This design comes from an exercise in tuning for small area, a short achievable clock period and few clock cycles per item on the open sky130 flow, not from production work.
The RTL was checked by simulation tests, not by an equivalence proof against the original design.
No activity file was given, so power comes from the tool's default toggle rates.

== run 1 ==
## sprite_quad_batcher
module sprite_quad_batcher
(
  input  logic                clk,
  input  logic                rst,
  input  logic                in_valid,
  output logic                in_stall,
  input  logic                mode,
  input  logic signed [31:0]  pos_x,
  input  logic signed [31:0]  pos_y,
  input  logic signed [31:0]  pos_z,
  input  logic signed [31:0]  quad_width,
  input  logic signed [31:0]  quad_height,
  input  logic [31:0]         rgba_color,
  input  logic [31:0]         uv_corner0,
  input  logic [31:0]         uv_corner1,
  input  logic [31:0]         uv_corner2,
  input  logic [31:0]         uv_corner3,
  input  logic [31:0]         texture_name,
  output logic                out_valid,
  input  logic                out_stall,
  output logic signed [31:0]  vert_x,
  output logic signed [31:0]  vert_y,
  output logic signed [31:0]  vert_z,
  output logic [31:0]         vert_color,
  output logic [15:0]         vert_u,
  output logic [15:0]         vert_v,
  output logic [sqb_pkg::SLOT_W-1:0]   tex_slot,
  output logic                batch_cut,
  output logic [sqb_pkg::ICOUNT_W-1:0] batch_index_count,
  output logic                end_marker,
  output logic                last_of_item
);
For scale: roughly 4200 cells after synthesis, ~550 I/O pins.
clock: 6.0 ns
lec_check: 0
cap_margin: 20
core_margin: 2
core_utilization: 60
cts_buf_list: sky130_fd_sc_hd__clkbuf_8
setup_slack_margin: 3.15
slew_margin: 20
standard.sh (not shown) runs the stock make flow with config.mk's settings and CLKGATE_MAP_FILE= SYNTH_SCRIPT=/design/flow/synth_recipe.tcl, a recipe that flattens the netlist after the stock synthesis.
==> flow/flow/run.sh <==
#!/bin/bash
# The standard layout (the standard.sh: ORFS synthesis through finish),
# with changes to how the resizer and the clock tree work:
#  - port buffers are sky130_fd_sc_hd__buf_1 instead of the cell buffer_ports
#    picks by default (a delay cell); the resizer sizes them afterwards;
#  - gate sizing may swap cells of other footprints (MATCH_CELL_FOOTPRINT=0);
#  - clock tree synthesis inserts no dummy loads.
# Every port still gets its buffer. The make output goes to flow_make.log.
set -euo pipefail
bash standard.sh \
  "BUFFER_PORTS_ARGS=-buffer_cell sky130_fd_sc_hd__buf_1" \
  MATCH_CELL_FOOTPRINT=0 \
  "CTS_ARGS=-sink_clustering_enable -repair_clock_nets -dont_use_dummy_load -buf_list sky130_fd_sc_hd__clkbuf_8" \
  finish > flow_make.log 2>&1
Testbench counts of run 1, summed over its fixed seeds: cycles 47,560, items 12,000.
### run 1 -> run 2
- SETUP_SLACK_MARGIN: 3.15 -> 3.3
- CORE_UTILIZATION: 60 -> 50
Run 2 | stages: all done | timing, DRC, antenna: all pass. Compared with run 1, placement density in the core of run 2 is lower. Overall global routing resource usage sits lower in run 2 than in run 1. From run 1 to run 2 the numbers moved as follows: fraction of layout instances using a drive strength above 1 rose by 3.8 points; net count after synthesis flat; count of final hold-check violations stayed essentially flat. | met2 demand-to-capacity share in global routing | higher: run 1 |. The maximum achievable frequency of run 2 exceeds that of run 1 by 2.0%. Relative to run 1, signed area change from the synthesized netlist to the final layout increased by 3.7 points in run 2.
### run 2 -> run 3
- changing CORE_UTILIZATION from 50 to 60
--- a/flow/flow/run.sh
+++ b/flow/flow/run.sh
@@ -6,3 +6,4 @@
 #  - gate sizing may swap cells of other footprints (MATCH_CELL_FOOTPRINT=0);
-#  - clock tree synthesis inserts no dummy loads.
+#  - clock tree synthesis inserts no dummy loads and clusters up to 18
+#    registers within 55 um per leaf buffer.
 # Every port still gets its buffer. The make output goes to flow_make.log.
@@ -12,3 +13,3 @@
   MATCH_CELL_FOOTPRINT=0 \
-  "CTS_ARGS=-sink_clustering_enable -repair_clock_nets -dont_use_dummy_load -buf_list sky130_fd_sc_hd__clkbuf_8" \
+  "CTS_ARGS=-sink_clustering_enable -repair_clock_nets -dont_use_dummy_load -buf_list sky130_fd_sc_hd__clkbuf_8 -sink_clustering_size 18 -sink_clustering_max_diameter 55" \
   finish > flow_make.log 2>&1
Compared with run 2, in run 3 worst hold slack grew by 0.034 ns; fmax shrank by 2.4%; row count shrank by 11. Row clock tree cell share of total cell area: run 3 lower / run 2 higher. Changes observed in run 3 relative to run 2: cell area moved down; final cell count moved down.
Relative to run 3, the following input files were edited for run 4:
- PLACE_DENSITY now 0.75, previously not set
--- a/flow/flow/run.sh
+++ b/flow/flow/run.sh
@@ -6,4 +6,3 @@
 #  - gate sizing may swap cells of other footprints (MATCH_CELL_FOOTPRINT=0);
-#  - clock tree synthesis inserts no dummy loads and clusters up to 18
-#    registers within 55 um per leaf buffer.
+#  - clock tree synthesis inserts no dummy loads.
 # Every port still gets its buffer. The make output goes to flow_make.log.
@@ -13,3 +12,3 @@
   MATCH_CELL_FOOTPRINT=0 \
-  "CTS_ARGS=-sink_clustering_enable -repair_clock_nets -dont_use_dummy_load -buf_list sky130_fd_sc_hd__clkbuf_8 -sink_clustering_size 18 -sink_clustering_max_diameter 55" \
+  "CTS_ARGS=-sink_clustering_enable -repair_clock_nets -dont_use_dummy_load -buf_list sky130_fd_sc_hd__clkbuf_8" \
   finish > flow_make.log 2>&1
### Flow results
- Combinational power: higher on run 4
- The per-cell routed wire length was comparable across run 3 and run 4.
- Wire length ended up 1.9% higher on run 4 than on run 3.
- Setup slack in run 4 is larger than in run 3.
- On vias after detailed routing, run 3 beats run 4.
- Relative to run 3, utilization increased by 2.3 points in run 4.
- Delta (run 4 minus run 3): required time reported for the critical path endpoint increased 0.16 ns; highest achievable clock rate increased 2.3%; post-route total power increased 2.1 mW.
- Highest layer used for signal routing: met5 -> run 4, met4 -> run 3


Another version of the RTL of sprite_quad_batcher (not shown whole).
Size: ~4000 cells after synthesis, ~1500 flip-flops, ~550 I/O pins, ~0.050 mm² of cells after synthesis.
Settings: LEC_CHECK=0, CAP_MARGIN=20, CORE_MARGIN=2, CORE_UTILIZATION=60, CTS_BUF_LIST=sky130_fd_sc_hd__clkbuf_8, SETUP_SLACK_MARGIN=3.0, SLEW_MARGIN=20; clock period 6.0 ns.
==> flow/flow/run.sh <==
#!/bin/bash
# The standard layout (the standard.sh: ORFS synthesis through finish),
# with two changes to how the resizer works:
#  - port buffers are sky130_fd_sc_hd__buf_1 instead of the cell buffer_ports
#    picks by default (a clkdlybuf4s50 delay cell);
#  - gate sizing may swap cells of other footprints (MATCH_CELL_FOOTPRINT=0).
# Every port still gets its buffer. The make output goes to flow_make.log.
set -euo pipefail
bash standard.sh \
  "BUFFER_PORTS_ARGS=-buffer_cell sky130_fd_sc_hd__buf_1" \
  MATCH_CELL_FOOTPRINT=0 \
  finish > flow_make.log 2>&1
The first run went through all stages and came out clean.
Testbench counts at the start, summed over its fixed seeds: cycles 47,560, items 12,000.
Edit:
- CORE_UTILIZATION: 60 -> 40
=>
- worst setup slack got worse by 0.052 ns
- die area grows by 49%
- via count grows by 0.77%

==> afterwards: timing with drivers on the ports <==
Ports are ideal in the flow. The routed layouts listed here were re-timed in OpenROAD.
Step 1: set_driving_cell puts a clkbuf_16 on clk and a buf_2 on each other input, an assumption about the parent block.
Step 2 times the ports against the registers' clock, not the clock port: input delays grow and output delays shrink by t, the midpoint of the rising clock arrivals with the driver on.
Three values: no drivers, after step 1, after step 2; two values: the first two.
run | t (ns) | slack for setup (ns) | latest minus earliest clock arrival (ns) | worst register clock-pin slew, ns
run 1 | 0.897 | 3.095 / 3.001 / 2.176 | 0.099 / 0.099 | 0.07 / 0.07
run 2 | 0.904 | 3.153 / 3.048 / 2.384 | 0.102 / 0.103 | 0.07 / 0.07
run 3 | 0.801 | 3.084 / 3.043 / 2.325 | 0.115 / 0.116 | 0.12 / 0.12
run 4 | 0.903 | 3.150 / 3.038 / 2.383 | 0.140 / 0.140 | 0.07 / 0.07
the first run of note 2 | 0.944 | 2.593 / 2.593 / 2.077 | 0.048 / 0.048 | 0.07 / 0.07
the second run of note 2 | 0.986 | 2.541 / 2.541 / 1.922 | 0.060 / 0.059 | 0.07 / 0.07
After both steps setup and hold are still met in every run listed. The setup slack of run 1, which loses most, moves by -0.094 ns with the drivers and by -0.919 ns with both steps.
